Background: an optimization exercise with open tools, aiming at small area, a short achievable clock period and few clock cycles per item. Do not read the settings as production practice.
RTL that was checked went through simulation tests only; none was proved equivalent to the original.
Power figures rest on the tool's default switching activity, not on a simulated workload.

== before ==
Design bellmanFordTop, start of the top module:
module bellmanFordTop (
    input  logic                          clock,
    input  logic                          reset,
    input  logic                          start,
    input  bellmanFordPkg::nodeId_t       source,
    input  bellmanFordPkg::nodeId_t       destination,
    input  bellmanFordPkg::nodeId_t       nodeCount,
    output logic                          graphReadEnable,
    output bellmanFordPkg::graphAddress_t graphAddress,
    input  bellmanFordPkg::graphLine_t    graphData,
    output logic                          outWriteEnable,
    output bellmanFordPkg::graphAddress_t outAddress,
    output bellmanFordPkg::distance_t     outData,
    output logic                          busy,
    output logic                          finish,
    output logic                          negCycle
);
    localparam int NN = 31;
    localparam int DW = 13;
    localparam logic signed [DW-1:0] UNREACHED = 13'sd4095;
    typedef enum logic [2:0] {S_IDLE, S_RUN, S_PD, S_PN, S_PE, S_FIN} state_t;
    typedef enum logic [2:0] {F_WAIT, F_IDXW, F_IDX, F_ADJW, F_FIRST, F_LINE, F_GAP} fetch_t;
    typedef enum logic [1:0] {R_CONT, R_ADJY, R_IDX} req_t;
    state_t st;
    fetch_t fst;
    logic [4:0] srcR, dstR;
    logic [5:0] passCnt, passLimit;
  ...
Settings: LEC_CHECK=0, ABC_AREA=1, CAP_MARGIN=20, CORE_MARGIN=2, CORE_UTILIZATION=40, CTS_CLUSTER_DIAMETER=90, CTS_CLUSTER_SIZE=20, SETUP_SLACK_MARGIN=5.0, SLEW_MARGIN=20, TNS_END_PERCENT=100; clock period 8.0 ns.
run.sh (not shown) runs the stock make flow with config.mk's settings and CLKGATE_MAP_FILE= SYNTH_SCRIPT=/design/flow/synth_recipe.tcl, a recipe that flattens the netlist after the stock synthesis.
before reached the end of the flow, and the finished layout is clean on the timing, design-rule and antenna checks.
Testbench counts of before, summed over its fixed seeds: cycles 17,161, queries 96.
## Diff of input files: after against before
--- a/flow/design.v
+++ b/flow/design.v
@@ -72,44 +72,45 @@
     assign pPred    = predT[pAddr];
     logic improve, negDetect, fwdB, fwdC;
     logic [NN:1] cSel;
     always_comb
         for (int i = 1; i <= NN; i++)
             cSel[i] = cNode == 5'(i);
     assign improve = bValid && (bInit || (bCand < bTD));
     assign negDetect = bValid && !bInit && (bCand < -13'sd960);
     assign fwdB = improve && (bNode == pAddr);
     assign fwdC = cValid && (cNode == pAddr);
     logic signed [DW-1:0] fDist;
     assign fDist    = fwdB ? bCand : fwdC ? cCand : pDist;
-    logic [NN:1] elig, hiM, mR, oh1, oh2;
+    logic [NN:1] elig, eligR, hiM, mR, oh1, oh2;
     logic [3:0]  bTh;
     assign bTh = {bT == 2'd3, bT >= 2'd2, bT >= 2'd1, 1'b1};
     logic        anyHi, anyD, mWrap, mDirty, selDirty, below1, below2;
     logic [4:0]  n1, n2, selR, sel2R;
     logic        selAny, selPair, selWrap;
     always_comb
     begin
         for (int i = 1; i <= NN; i++)
         begin
             elig[i] = dirty[i] && (distT[i][DW-1]
                       || ((|distT[i][DW-2:6]) ? bTh[3] : bTh[distT[i][5:4]]));
-            hiM[i] = elig[i] && (6'(i) >= pos);
+            hiM[i] = eligR[i] && (6'(i) >= pos);
         end
         anyHi = |hiM;
         anyD  = |dirty;
     end
     always_ff @(posedge clock)
     begin
-        mR <= anyHi ? hiM : elig;
+        eligR <= elig;
+        mR <= anyHi ? hiM : eligR;
         mWrap <= !anyHi;
         mDirty <= anyD;
     end
     always_comb
     begin
         for (int i = 1; i <= NN; i++)
         begin
             below1 = 1'b0;
             below2 = 1'b0;
             for (int j = 1; j < i; j++)
                 if (mR[j])
                 begin
@@ -136,25 +137,25 @@
     logic [4:0] slotNode;
     logic [7:0] slotW;
     always_comb
     begin
         slotNode = graphData[120 - 16*slot +: 5];
         slotW    = graphData[112 - 16*slot +: 8];
     end
     logic [7:0] lFirst;
     assign lFirst = graphData[119:112];
     logic issueIdx, issueCont, issueAdjY, negPass, doneNow, raiseT, canIdx;
     always_comb
     begin
-        canIdx = selAny && (!selWrap || !phase2 || (fst == F_WAIT && quiet == 3'd3));
+        canIdx = selAny && (!selWrap || !phase2 || (fst == F_WAIT && quiet == 3'd5));
         raiseT = 1'b0;
         issueIdx  = 1'b0;
         issueCont = 1'b0;
         issueAdjY = 1'b0;
         doneNow   = 1'b0;
         if (st == S_RUN)
         begin
             case (fst)
                 F_LINE:
                     if (!reqPend && (nextLast || lastInLine))
                     begin
                         if (nextLast ? (rem != 8'd2) : (rem > 8'd1))
@@ -272,33 +273,33 @@
             issueY <= 1'b0;
             switchY <= 1'b0;
             du2Rd <= 1'b0;
             raiseWait <= 2'd0;
         end
         else
         begin
             graphReadEnable <= 1'b0;
             outWriteEnable <= 1'b0;
             finish <= 1'b0;
             issueY <= 1'b0;
             switchY <= 1'b0;
-            if (quiet != 3'd3)
+            if (quiet != 3'd5)
                 quiet <= quiet + 3'd1;
             if (fst != F_WAIT || aValid || bValid || cValid)
                 quiet <= 3'd0;
             if (raiseWait != 2'd0)
                 raiseWait <= raiseWait - 2'd1;
             if (raiseT)
             begin
-                raiseWait <= 2'd2;
+                raiseWait <= 2'd3;
                 if (bT != 2'd3)
                     bT <= bT + 2'd1;
             end
             aValid <= 1'b0;
             duRd <= 1'b0;
             du2Rd <= 1'b0;
             bValid <= aValid;
             bInit <= 1'b0;
             cValid <= improve;
             cInit <= bInit;
             if (duRd)
             begin
[summary]
Comparing after and before, the lower area taken by multi-input logic gates is on after.
Minimum period implied by the final worst setup slack ended up 0.015 ns lower on after than on before.
Higher worst IR drop on VDD among after and before: before
Compared with before, synthesized area per cell in after increased by a few percent.
before -> after: number of clock buffers in the layout decreased by a few percent
before has higher wire length than after.
Worst setup path startpoint = outWord[5]: after; worst setup path startpoint = bT[0]: before
Sequential element share of the synthesized area on after is up relative to before.
The proportion of cell area occupied by registers reported for after is greater than that of before by 2.0 points.
Portion of total power attributed to the clock network delta (before -> after): insignificant
Changes observed in after relative to before: final number of max-transition violations level; multiplexer share of the synthesized area level; switching share of power moved down; number of post-CTS setup repair buffers moved down.
No functional check of the RTL was part of after.


## the baseline
bellmanFordTop, a different RTL version from the one above (not shown whole).
Size: roughly 4500 cells after synthesis, roughly 880 flip-flops, about 42000 um^2 of cells after synthesis.
// bellmanFordTop
module bellmanFordTop (
    input  logic                          clock,
    input  logic                          reset,
    input  logic                          start,
    input  bellmanFordPkg::nodeId_t       source,
    input  bellmanFordPkg::nodeId_t       destination,
    input  bellmanFordPkg::nodeId_t       nodeCount,
    output logic                          graphReadEnable,
    output bellmanFordPkg::graphAddress_t graphAddress,
    input  bellmanFordPkg::graphLine_t    graphData,
    output logic                          outWriteEnable,
    output bellmanFordPkg::graphAddress_t outAddress,
    output bellmanFordPkg::distance_t     outData,
    output logic                          busy,
    output logic                          finish,
    output logic                          negCycle
);
Settings: LEC_CHECK=0, ABC_AREA=1, CAP_MARGIN=20, CORE_MARGIN=2, CORE_UTILIZATION=40, CTS_CLUSTER_DIAMETER=90, CTS_CLUSTER_SIZE=20, SETUP_SLACK_MARGIN=5.0, SLEW_MARGIN=20, TNS_END_PERCENT=100; clock period 8.0 ns.
The baseline finished end to end and its layout was clean on timing, DRC and antenna.
Testbench counts of the baseline, summed over its fixed seeds: cycles 17,065, queries 96.
What the candidate does differently from the baseline at the input level:
-- flow/design.v --
<<< the baseline, line 33
    logic [4:0] srcR, dstR;
    logic [5:0] passCnt, passLimit;
    logic [3:1] bTh;
    logic [3:0] thermo;
    assign thermo = {bTh, 1'b1};
    logic [5:0] procCnt;
    logic       phase2;
>>> the candidate, line 33
    logic [4:0] srcR, dstR;
    logic [5:0] passCnt, passLimit;
    logic [1:0] bT;
    logic [5:0] procCnt;
    logic       phase2;
<<< the baseline, line 86
    assign fDist    = fwdB ? bCand : fwdC ? cCand : pDist;
    logic [NN:1] elig, hiM, mR, oh1, oh2;
    logic        anyHi, anyD, mWrap, mDirty, selDirty, below1, below2;
    logic [4:0]  n1, n2, selR, sel2R;
>>> the candidate, line 84
    assign fDist    = fwdB ? bCand : fwdC ? cCand : pDist;
    logic [NN:1] elig, hiM, mR, oh1, oh2;
    logic [3:0]  bTh;
    assign bTh = {bT == 2'd3, bT >= 2'd2, bT >= 2'd1, 1'b1};
    logic        anyHi, anyD, mWrap, mDirty, selDirty, below1, below2;
    logic [4:0]  n1, n2, selR, sel2R;
<<< the baseline, line 94
        begin
            elig[i] = dirty[i] && (distT[i][DW-1]
                      || ((|distT[i][DW-2:6]) ? bTh[3] : thermo[distT[i][5:4]]));
            hiM[i] = elig[i] && (6'(i) >= pos);
        end
>>> the candidate, line 94
        begin
            elig[i] = dirty[i] && (distT[i][DW-1]
                      || ((|distT[i][DW-2:6]) ? bTh[3] : bTh[distT[i][5:4]]));
            hiM[i] = elig[i] && (6'(i) >= pos);
        end
<<< the baseline, line 292
            begin
                raiseWait <= 2'd2;
                bTh <= {bTh[2:1], 1'b1};
            end
            aValid <= 1'b0;
>>> the candidate, line 292
            begin
                raiseWait <= 2'd2;
                if (bT != 2'd3)
                    bT <= bT + 2'd1;
            end
            aValid <= 1'b0;
<<< the baseline, line 321
                        dstR <= destination[4:0];
                        passLimit <= {1'b0, nodeCount[4:0]} + 6'd1;
                        bTh <= 3'b001;
                        procCnt <= '0;
                        phase2 <= 1'b0;
>>> the candidate, line 322
                        dstR <= destination[4:0];
                        passLimit <= {1'b0, nodeCount[4:0]} + 6'd1;
                        bT <= 2'd1;
                        procCnt <= '0;
                        phase2 <= 1'b0;
<<< the baseline, line 363
                        begin
                            phase2 <= 1'b1;
                            bTh <= 3'b111;
                            passCnt <= 6'd1;
                        end
>>> the candidate, line 364
                        begin
                            phase2 <= 1'b1;
                            bT <= 2'd3;
                            passCnt <= 6'd1;
                        end
Notes after the runs:
- For the baseline, the worst setup path category was reg -> out, unlike the candidate, where it was reg -> reg.
- Comparing the baseline with the candidate, the worst hold slack came out essentially unchanged.
- Looking at the baseline and the candidate, the layout sequential cell count is a wash.
- Final worst setup slack is higher on the baseline
- Re wire length of the first global-routing pass: the baseline was lower than the candidate.
- Number of clock buffers in the layout, the baseline and the candidate: higher on the candidate
- Taking the baseline as the reference point, the total power of the candidate rises by 0.24 mW.
- Relative to the baseline, the clock skew of the candidate is higher by 25 ps.
Function not checked in the candidate: the RTL went through the layout flow alone.


The RTL this note starts from:
==> flow/design.v <==
package bellmanFordPkg;
    typedef logic [8-1:0] nodeId_t;
    typedef logic signed [8-1:0] weight_t;
    typedef logic signed [16-1:0] distance_t;
    typedef logic [13-1:0] graphAddress_t;
    typedef logic [128-1:0] graphLine_t;
endpackage
module bellmanFordTop (
    input  logic                          clock,
    input  logic                          reset,
    input  logic                          start,
    input  bellmanFordPkg::nodeId_t       source,
    input  bellmanFordPkg::nodeId_t       destination,
    input  bellmanFordPkg::nodeId_t       nodeCount,
    output logic                          graphReadEnable,
    output bellmanFordPkg::graphAddress_t graphAddress,
    input  bellmanFordPkg::graphLine_t    graphData,
    output logic                          outWriteEnable,
    output bellmanFordPkg::graphAddress_t outAddress,
    output bellmanFordPkg::distance_t     outData,
    output logic                          busy,
    output logic                          finish,
    output logic                          negCycle
);
    localparam int NN = 31;
    localparam int DW = 13;
    typedef enum logic [2:0] {S_IDLE, S_RUN, S_PD, S_PN, S_PE, S_FIN} state_t;
    typedef enum logic [2:0] {F_WAIT, F_IDXW, F_IDX, F_ADJW, F_FIRST, F_LINE, F_GAP} fetch_t;
    state_t st;
    fetch_t fst;
    logic [4:0] srcR, dstR;
    logic [4:0] nR;
    logic [5:0] passCnt;
    logic [DW-1:0] distT [1:NN];
    logic [4:0]    predT [1:NN];
    logic [NN:1]   reached;
    logic [NN:1]   dirty;
    logic                 aValid, duRd;
    logic [4:0]           pAddr;
    logic signed [7:0]    aW;
    logic                 bValid, bInit;
    logic [4:0]           bNode;
    logic signed [DW-1:0] bCand, bTD;
    logic                 bTR;
    logic signed [DW-1:0] du;
    logic [4:0]           procNode, selNode;
    logic                 selPend;
    logic [5:0]           pos;
    logic [2:0] slot;
    logic [7:0] rem;
    logic       reqPend, pendIdx;
    logic [5:0] outCnt;
    logic signed [DW-1:0] pDist;
    logic [4:0]           pPred;
    logic                 pReached;
    assign pDist    = distT[pAddr];
    assign pPred    = predT[pAddr];
    assign pReached = reached[pAddr];
    logic wrEn, negDetect, fwd;
    logic [NN:1] bSel;
    always_comb
        for (int i = 1; i <= NN; i++)
            bSel[i] = bNode == 5'(i);
    assign wrEn = bValid && (bInit || !bTR || (bCand < bTD));
    assign negDetect = bValid && !bInit && (bCand < -13'sd960);
    assign fwd = wrEn && (bNode == pAddr);
    logic signed [DW-1:0] fDist;
    logic                 fReached;
    assign fDist    = fwd ? bCand : pDist;
    assign fReached = fwd || pReached;
    logic [NN:1] hiM, loOH, hiOH;
    logic        anyHi, anyD;
    logic [4:0]  selHi, selLo;
    logic [4:0]  selR;
    logic [NN:1] selOH;
    logic        selAny, selWrap;
    always_comb
    begin
        for (int i = 1; i <= NN; i++)
            hiM[i] = dirty[i] && (6'(i) >= pos);
        anyHi = |hiM;
        anyD  = |dirty;
        for (int i = 1; i <= NN; i++)
        begin
            hiOH[i] = hiM[i];
            loOH[i] = dirty[i];
            for (int j = 1; j < i; j++)
            begin
                if (hiM[j]) hiOH[i] = 1'b0;
                if (dirty[j]) loOH[i] = 1'b0;
            end
        end
        selHi = '0;
        selLo = '0;
        for (int i = 1; i <= NN; i++)
        begin
            if (hiOH[i]) selHi = selHi | 5'(i);
            if (loOH[i]) selLo = selLo | 5'(i);
        end
    end
    logic       lastInLine, nextLast;
    always_comb
    begin
        lastInLine = (rem <= 8'd1) || (slot == 3'd7);
        nextLast   = !lastInLine && ((rem == 8'd2) || (slot == 3'd6));
    end
    logic [4:0] slotNode;
    logic [7:0] slotW;
    always_comb
    begin
        slotNode = graphData[120 - 16*slot +: 5];
        slotW    = graphData[112 - 16*slot +: 8];
    end
    logic [7:0] lFirst;
    assign lFirst = graphData[119:112];
    logic issueIdx, issueCont, negPass, doneNow;
    always_comb
    begin
        issueIdx  = 1'b0;
        issueCont = 1'b0;
        doneNow   = 1'b0;
        if (st == S_RUN)
        begin
            case (fst)
                F_LINE:
                    if (!reqPend)
                    begin
                        if (nextLast)
                        begin
                            if (rem != 8'd2) issueCont = 1'b1;
                            else if (selAny) issueIdx = 1'b1;
                        end
                        else if (lastInLine)
                        begin
                            if (rem > 8'd1)  issueCont = 1'b1;
                            else if (selAny) issueIdx = 1'b1;
                        end
                    end
                F_WAIT:
                    if (selAny) issueIdx = 1'b1;
                    else if (!anyD && !aValid && !bValid) doneNow = 1'b1;
                default: ;
            endcase
        end
        negPass = issueIdx && selWrap && (passCnt == {nR, 1'b0});
    end
    logic issueNode;
    assign issueNode = issueIdx && !negPass;
    always_ff @(posedge clock)
    begin
        for (int i = 1; i <= NN; i++)
        begin
            if (wrEn && bSel[i])
            begin
                distT[i] <= bCand;
                predT[i] <= procNode;
            end
        end
    end
    always_ff @(posedge clock)
    begin
        for (int i = 1; i <= NN; i++)
        begin
            if (st == S_IDLE)
            begin
                reached[i] <= 1'b0;
                dirty[i] <= 1'b0;
            end
            else
            begin
                if (wrEn && bSel[i])
                    reached[i] <= 1'b1;
                if (issueNode && selOH[i])
                    dirty[i] <= 1'b0;
                else if (wrEn && !bInit && bSel[i] && !(selPend && selNode == 5'(i)))
                    dirty[i] <= 1'b1;
            end
        end
    end
    always_ff @(posedge clock)
    begin
        selR <= anyHi ? selHi : selLo;
        selOH <= anyHi ? hiOH : loOH;
        selAny <= anyD;
        selWrap <= !anyHi;
    end
    always_ff @(posedge clock)
    begin
        if (reset)
        begin
            st <= S_IDLE;
            busy <= 1'b0;
            fst <= F_WAIT;
            graphReadEnable <= 1'b0;
            outWriteEnable <= 1'b0;
            finish <= 1'b0;
            negCycle <= 1'b0;
            aValid <= 1'b0;
            duRd <= 1'b0;
            bValid <= 1'b0;
            bInit <= 1'b0;
            reqPend <= 1'b0;
            selPend <= 1'b0;
        end
        else
        begin
            graphReadEnable <= 1'b0;
            outWriteEnable <= 1'b0;
            finish <= 1'b0;
            aValid <= 1'b0;
            duRd <= 1'b0;
            pAddr <= slotNode;
            aW <= slotW;
            bValid <= aValid;
            bInit <= 1'b0;
            bNode <= pAddr;
            bCand <= du + {{(DW-8){aW[7]}}, aW};
            bTD <= fDist;
            bTR <= fReached;
            if (duRd)
            begin
                du <= fDist;
                selPend <= 1'b0;
            end
            case (st)
                S_IDLE:
                begin
                    fst <= F_WAIT;
                    if (start)
                    begin
                        srcR <= source[4:0];
                        dstR <= destination[4:0];
                        nR <= nodeCount[4:0];
                        negCycle <= 1'b0;
                        passCnt <= 6'd1;
                        bValid <= 1'b1;
                        bInit <= 1'b1;
                        bNode <= source[4:0];
                        bCand <= '0;
                        procNode <= source[4:0];
                        selNode <= source[4:0];
                        selPend <= 1'b0;
                        pos <= {1'b0, source[4:0]} + 6'd1;
                        graphReadEnable <= 1'b1;
                        graphAddress <= bellmanFordPkg::graphAddress_t'(source[4:0]);
                        reqPend <= 1'b0;
                        fst <= F_IDXW;
                        st <= S_RUN;
                        busy <= 1'b1;
                    end
                end
                S_RUN:
                begin
                    if (issueNode)
                    begin
                        graphReadEnable <= 1'b1;
                        graphAddress <= bellmanFordPkg::graphAddress_t'(selR);
                        selNode <= selR;
                        selPend <= 1'b1;
                        pos <= {1'b0, selR} + 6'd1;
                        if (selWrap)
                            passCnt <= passCnt + 6'd1;
                    end
                    if (issueCont)
                    begin
                        graphReadEnable <= 1'b1;
                        graphAddress <= graphAddress + 13'd1;
                    end
                    case (fst)
                        F_WAIT:
                            if (issueIdx) fst <= F_IDXW;
                        F_IDXW:
                            fst <= F_IDX;
                        F_IDX:
                        begin
                            graphReadEnable <= 1'b1;
                            graphAddress <= graphData[13-1:0];
                            fst <= F_ADJW;
                        end
                        F_ADJW:
                        begin
                            pAddr <= selNode;
                            duRd <= 1'b1;
                            procNode <= selNode;
                            slot <= 3'd1;
                            fst <= F_FIRST;
                        end
                        F_FIRST:
                        begin
                            aValid <= lFirst != 8'd0;
                            rem <= (lFirst == 8'd0) ? 8'd0 : lFirst - 8'd1;
                            slot <= 3'd2;
                            fst <= F_LINE;
                        end
                        F_GAP:
                            fst <= F_LINE;
                        F_LINE:
                        begin
                            aValid <= rem != 8'd0;
                            if (rem != 8'd0)
                                rem <= rem - 8'd1;
                            slot <= slot + 3'd1;
                            if (nextLast && (issueCont || issueIdx))
                            begin
                                reqPend <= 1'b1;
                                pendIdx <= issueIdx;
                            end
                            if (lastInLine)
                            begin
                                reqPend <= 1'b0;
                                slot <= 3'd0;
                                if (reqPend)
                                    fst <= pendIdx ? F_IDX : F_LINE;
                                else if (issueCont)
                                    fst <= F_GAP;
                                else if (issueIdx)
                                    fst <= F_IDXW;
                                else
                                    fst <= F_WAIT;
                            end
                        end
                        default:
                            fst <= F_WAIT;
                    endcase
                    if (doneNow)
                    begin
                        pAddr <= dstR;
                        st <= S_PD;
                    end
                    if (negDetect || negPass)
                    begin
                        negCycle <= 1'b1;
                        finish <= 1'b1;
                        graphReadEnable <= 1'b0;
                        aValid <= 1'b0;
                        bValid <= 1'b0;
                        fst <= F_WAIT;
                        st <= S_FIN;
                    end
                end
                S_PD:
                begin
                    pAddr <= pAddr;
                    outWriteEnable <= 1'b1;
                    outCnt <= 6'd0;
                    outAddress <= '0;
                    outData <= pReached ? {{(16-DW){pDist[DW-1]}}, pDist} : 16'hFFFF;
                    if (pReached)
                        st <= S_PN;
                    else
                    begin
                        finish <= 1'b1;
                        st <= S_FIN;
                    end
                end
                S_PN:
                begin
                    outWriteEnable <= 1'b1;
                    outCnt <= outCnt + 6'd1;
                    outAddress <= bellmanFordPkg::graphAddress_t'(outCnt + 6'd1);
                    outData <= 16'(pAddr);
                    if (pAddr == srcR)
                        st <= S_PE;
                    else
                        pAddr <= pPred;
                end
                S_PE:
                begin
                    outWriteEnable <= 1'b1;
                    outCnt <= outCnt + 6'd1;
                    outAddress <= bellmanFordPkg::graphAddress_t'(outCnt + 6'd1);
                    outData <= 16'hFFFF;
                    finish <= 1'b1;
                    st <= S_FIN;
                end
                default:
                begin
                    st <= S_IDLE;
                    busy <= 1'b0;
                end
            endcase
        end
    end
endmodule
clock: 8.0 ns
lec_check: 0
abc_area: 1
cap_margin: 20
core_margin: 2
core_utilization: 40
setup_slack_margin: 5.0
slew_margin: 20
tns_end_percent: 100
Rerun with:
--- a/flow/design.v
+++ b/flow/design.v
@@ -39,12 +39,15 @@
     logic [4:0]           pAddr;
     logic signed [7:0]    aW;
     logic                 bValid, bInit;
     logic [4:0]           bNode;
     logic signed [DW-1:0] bCand, bTD;
     logic                 bTR;
+    logic                 cValid, cInit, cSupp;
+    logic [4:0]           cNode, cProc;
+    logic signed [DW-1:0] cCand;
     logic signed [DW-1:0] du;
     logic [4:0]           procNode, selNode;
     logic                 selPend;
     logic [5:0]           pos;
     logic [2:0] slot;
     logic [7:0] rem;
@@ -53,29 +56,29 @@
     logic signed [DW-1:0] pDist;
     logic [4:0]           pPred;
     logic                 pReached;
     assign pDist    = distT[pAddr];
     assign pPred    = predT[pAddr];
     assign pReached = reached[pAddr];
-    logic wrEn, negDetect, fwd;
-    logic [NN:1] bSel;
+    logic improve, negDetect, fwdB, fwdC;
+    logic [NN:1] cSel;
     always_comb
         for (int i = 1; i <= NN; i++)
-            bSel[i] = bNode == 5'(i);
-    assign wrEn = bValid && (bInit || !bTR || (bCand < bTD));
+            cSel[i] = cNode == 5'(i);
+    assign improve = bValid && (bInit || !bTR || (bCand < bTD));
     assign negDetect = bValid && !bInit && (bCand < -13'sd960);
-    assign fwd = wrEn && (bNode == pAddr);
+    assign fwdB = improve && (bNode == pAddr);
+    assign fwdC = cValid && (cNode == pAddr);
     logic signed [DW-1:0] fDist;
     logic                 fReached;
-    assign fDist    = fwd ? bCand : pDist;
-    assign fReached = fwd || pReached;
+    assign fDist    = fwdB ? bCand : fwdC ? cCand : pDist;
+    assign fReached = fwdB || fwdC || pReached;
     logic [NN:1] hiM, loOH, hiOH;
     logic        anyHi, anyD;
     logic [4:0]  selHi, selLo;
     logic [4:0]  selR;
-    logic [NN:1] selOH;
     logic        selAny, selWrap;
     always_comb
     begin
         for (int i = 1; i <= NN; i++)
             hiM[i] = dirty[i] && (6'(i) >= pos);
         anyHi = |hiM;
@@ -135,28 +138,28 @@
                             if (rem > 8'd1)  issueCont = 1'b1;
                             else if (selAny) issueIdx = 1'b1;
                         end
                     end
                 F_WAIT:
                     if (selAny) issueIdx = 1'b1;
-                    else if (!anyD && !aValid && !bValid) doneNow = 1'b1;
+                    else if (!anyD && !aValid && !bValid && !cValid) doneNow = 1'b1;
                 default: ;
             endcase
         end
         negPass = issueIdx && selWrap && (passCnt == {nR, 1'b0});
     end
     logic issueNode;
     assign issueNode = issueIdx && !negPass;
     always_ff @(posedge clock)
     begin
         for (int i = 1; i <= NN; i++)
         begin
-            if (wrEn && bSel[i])
+            if (cValid && cSel[i])
             begin
-                distT[i] <= bCand;
-                predT[i] <= procNode;
+                distT[i] <= cCand;
+                predT[i] <= cProc;
             end
         end
     end
     always_ff @(posedge clock)
     begin
         for (int i = 1; i <= NN; i++)
@@ -165,25 +168,24 @@
             begin
                 reached[i] <= 1'b0;
                 dirty[i] <= 1'b0;
             end
             else
             begin
-                if (wrEn && bSel[i])
+                if (cValid && cSel[i])
                     reached[i] <= 1'b1;
-                if (issueNode && selOH[i])
+                if (issueNode && selR == 5'(i))
                     dirty[i] <= 1'b0;
-                else if (wrEn && !bInit && bSel[i] && !(selPend && selNode == 5'(i)))
+                else if (cValid && !cInit && !cSupp && cSel[i])
                     dirty[i] <= 1'b1;
             end
         end
     end
     always_ff @(posedge clock)
     begin
         selR <= anyHi ? selHi : selLo;
-        selOH <= anyHi ? hiOH : loOH;
         selAny <= anyD;
         selWrap <= !anyHi;
     end
     always_ff @(posedge clock)
     begin
         if (reset)
@@ -196,12 +198,14 @@
             finish <= 1'b0;
             negCycle <= 1'b0;
             aValid <= 1'b0;
             duRd <= 1'b0;
             bValid <= 1'b0;
             bInit <= 1'b0;
+            cValid <= 1'b0;
+            cInit <= 1'b0;
             reqPend <= 1'b0;
             selPend <= 1'b0;
         end
         else
         begin
             graphReadEnable <= 1'b0;
@@ -214,12 +218,18 @@
             bValid <= aValid;
             bInit <= 1'b0;
             bNode <= pAddr;
             bCand <= du + {{(DW-8){aW[7]}}, aW};
             bTD <= fDist;
             bTR <= fReached;
+            cValid <= improve;
+            cInit <= bInit;
+            cNode <= bNode;
+            cProc <= procNode;
+            cCand <= bCand;
+            cSupp <= selPend && bNode == selNode;
             if (duRd)
             begin
                 du <= fDist;
                 selPend <= 1'b0;
             end
             case (st)
@@ -331,12 +341,13 @@
                     begin
                         negCycle <= 1'b1;
                         finish <= 1'b1;
                         graphReadEnable <= 1'b0;
                         aValid <= 1'b0;
                         bValid <= 1'b0;
+                        cValid <= 1'b0;
                         fst <= F_WAIT;
                         st <= S_FIN;
                     end
                 end
                 S_PD:
                 begin
Effect:
- global-route usage decreases by 1.3 points
- synthesized area decreases by 0.97%
- cell area decreases by 3.7%
- die area decreases by 0.96%
- core utilization decreases by 1.2 points
- synthesized cell count decreases by 6.0%
- via count decreases by 6.0%
- sequential share of layout area increases by 2.3 points
Testbench counts after the change, summed over its fixed seeds: cycles 22,568, queries 96.
For the first run of this note, only the layout was checked, not whether the RTL still works.

==> afterwards: timing with drivers on the ports <==
How much do the figures lean on ideal ports? The routed layouts below were timed once more, with nothing changed but the port constraints.
Step 1, drivers: a clkbuf_16 drives clock and a buf_2 each remaining input, both assumed.
Step 2 times the ports against the registers' clock, not the clock port: input delays grow and output delays shrink by t, the midpoint of the rising clock arrivals with the driver on.
Three values: no drivers, after step 1, after step 2; two values: the first two.
run | t (ns) | setup slack, ns | worst hold slack (ns) | worst register clock-pin slew, ns | worst data-port slew with drivers (ns)
before | 0.720 | 5.018 / 4.951 / 4.397 | 0.340 / 0.340 / 0.340 | 0.10 / 0.10 | 0.09
after | 0.748 | 5.033 / 4.958 / 4.367 | 0.333 / 0.333 / 0.333 | 0.10 / 0.10 | 0.07
the baseline | 0.714 | 5.037 / 4.962 / 4.398 | 0.339 / 0.339 / 0.339 | 0.09 / 0.09 | 0.08
the candidate | 0.754 | 4.903 / 4.903 / 4.308 | 0.336 / 0.336 / 0.336 | 0.09 / 0.09 | 0.11
the first run of note 3 | 0.707 | 4.977 / 4.962 / 4.420 | 0.449 / 0.449 / 0.449 | 0.07 / 0.07 | 0.06
the second run of note 3 | 0.703 | 4.967 / 4.943 / 4.461 | 0.443 / 0.443 / 0.443 | 0.07 / 0.07 | 0.06
After both steps setup and hold are still met in every run listed. For after, which loses most, drivers alone change the setup slack by -0.075 ns; drivers and shift together by -0.666 ns.
